Background: an optimization exercise with open tools, aiming at small area. Do not read the settings as production practice.
In this exercise RTL edits were held to simulation tests only and were not proved equivalent to the original.

==> v36: inputs <==
Design conv1_top, start of the top module:
module conv1_top (
    input  logic         clk_i,
    input  logic         reset_i,
    input  logic         pixel_valid_i,
    input  logic [7:0]   pixel_i,
    input  logic         sof_i,
    input  logic         wght_we_i,
    input  logic [4:0]   wght_addr_i,
    input  logic [7:0]   wght_data_i,
    output logic         pool_valid_o,
    output logic [39:0]  pool_data_o
);
    logic [143:0] weights;
    logic [151:0] sr;
    logic [71:0]  tapn0;
    logic [71:0]  tapn1;
    logic         win_valid, win_rodd, win_codd;
    logic         sum_valid, sum_rodd, sum_codd;
    logic [39:0]  sum_a;
    logic [39:0]  sum_b;
    logic [39:0]  sum_c;
    conv1_weight_regs conv1_weight_regs_inst (
        .clk_i       (clk_i),
        .reset_i     (reset_i),
        .wght_we_i   (wght_we_i),
        .wght_addr_i (wght_addr_i),
        .wght_data_i (wght_data_i),
        .weights_o   (weights)
    );
    conv1_line_buffer conv1_line_buffer_inst (
        .clk_i         (clk_i),
        .reset_i       (reset_i),
        .pixel_valid_i (pixel_valid_i),
        .pixel_i       (pixel_i),
        .sof_i         (sof_i),
        .sr_o          (sr),
        .tapn0_o       (tapn0),
        .tapn1_o       (tapn1),
        .win_valid_o   (win_valid),
  ...
==> flow/config.mk <==
export PLATFORM = sky130hd
export DESIGN_NAME = conv1_top
export DESIGN_NICKNAME = conv1_top
export VERILOG_FILES = /design/flow/design.v
export SDC_FILE = /design/flow/constraint.sdc
export NUM_CORES = 4
export LEC_CHECK = 0
export CAP_MARGIN = 20
export CORE_MARGIN = 2
export CORE_UTILIZATION = 55
export CTS_BUF_LIST = sky130_fd_sc_hd__clkbuf_8
export SLEW_MARGIN = 20
export SYNTH_HIERARCHICAL = 1
export SYNTH_MINIMUM_KEEP_SIZE = 0
==> flow/constraint.sdc <==
create_clock -name core_clock -period 6.5 [get_ports {clk_i}]
set_input_delay 1.3000 -clock core_clock [delete_from_list [all_inputs] [get_ports {clk_i}]]
set_output_delay 1.3000 -clock core_clock [all_outputs]
set_load 0.01 [all_outputs]
standard.sh (not shown) runs the stock make flow with config.mk's settings and CLKGATE_MAP_FILE= SYNTH_SCRIPT=/design/flow/synth_recipe.tcl, a recipe that flattens the netlist after the stock synthesis.
==> flow/flow/run.sh <==
#!/bin/bash
# The standard layout (standard.sh) with two changes to its arguments:
#  - the buffer on each input and output port is the smallest buffer, buf_1;
#  - clock tree synthesis adds no dummy loads and clusters up to 16 sinks
#    within 80 um per leaf buffer.
# All of standard.sh's output goes to standard.log in the work folder; ORFS keeps
# each step's own log under orfs/logs/.
set -euo pipefail
export BUFFER_PORTS_ARGS="-buffer_cell sky130_fd_sc_hd__buf_1"
export CTS_ARGS="-sink_clustering_enable -repair_clock_nets -dont_use_dummy_load -sink_clustering_size 16 -sink_clustering_max_diameter 80 -buf_list sky130_fd_sc_hd__clkbuf_8"
bash standard.sh "BUFFER_PORTS_ARGS=$BUFFER_PORTS_ARGS" "CTS_ARGS=$CTS_ARGS" finish > standard.log 2>&1
==> inputs of v28, as changes to v36 <==
- CORE_UTILIZATION: 55 -> 68
==> results.yml <==
final_layout:
  instances_no_fill: 4374
  final_layout_size_suffix_gt1_share_pct: 2.878
  non_clock_buffer_instance_count_of_the_final_layout: 86
  non_clock_buffers_area_share_pct: 0.8893
grt:
  grt_antenna_before_repair: 7
  grt_util_met3_pct: 24.41
  vias_in_the_first_global_route: 31540
  top_usage_layer: "met2"
placed_design:
  gp_congestion: 1.081
drt:
  drt_iter0_markers: 5134
  routed-wl-met3_mm: 26.53
outcome:
  status: "timing/DRC/antenna clean"
setup_path:
  critical_path.reg2reg.endpoint: "conv1_filter_array_inst.sum_a_o[32]"
timing:
  worst_slack_setup_final_ns: 0.2882
  max_clock_freq_ghz: 0.1610
  fin_skew_ns: 0.09765
floorplan:
  well_tap_count: 864
the above is filed under v28

==> results.yml <==
drt:
  routed-wl-met3_mm: 24.45
  drt_iter0_markers: 3650
grt:
  vias_in_the_first_global_route: 30660
  grt_util_met3_pct: 17.60
  top_usage_layer: "met1"
timing:
  worst_slack_setup_final_ns: 0.3222
  fin_skew_ns: 0.09711
floorplan:
  well_tap_count: 1060
placed_design:
  gp_congestion: 1.070
outcome:
  status: "timing/DRC/antenna clean"
final_layout:
  non_clock_buffers_area_share_pct: 1.373
the above is filed under v36

==> re-timing with driven ports <==
How much do the figures lean on ideal ports? The routed layouts below were timed once more, with nothing changed but the port constraints. Step 1 sets driving cells, clkbuf_16 on the clock port and buf_2 on the other inputs (assumed; they add their load-dependent delay and slew). Step 2 also shifts input and output timing later by t, the mid clock arrival at the registers, as if the neighbouring blocks saw the same clock. Three values: ideal ports, drivers, drivers and shift; two values: the first two.
run	t, ns	setup slack, ns	clock arrival spread, ns
v36	0.739	0.322 / 0.322 / 0.322	0.107 / 0.108
v28	0.742	0.288 / 0.288 / 0.288	0.098 / 0.099
After both steps every run listed still meets setup and hold.
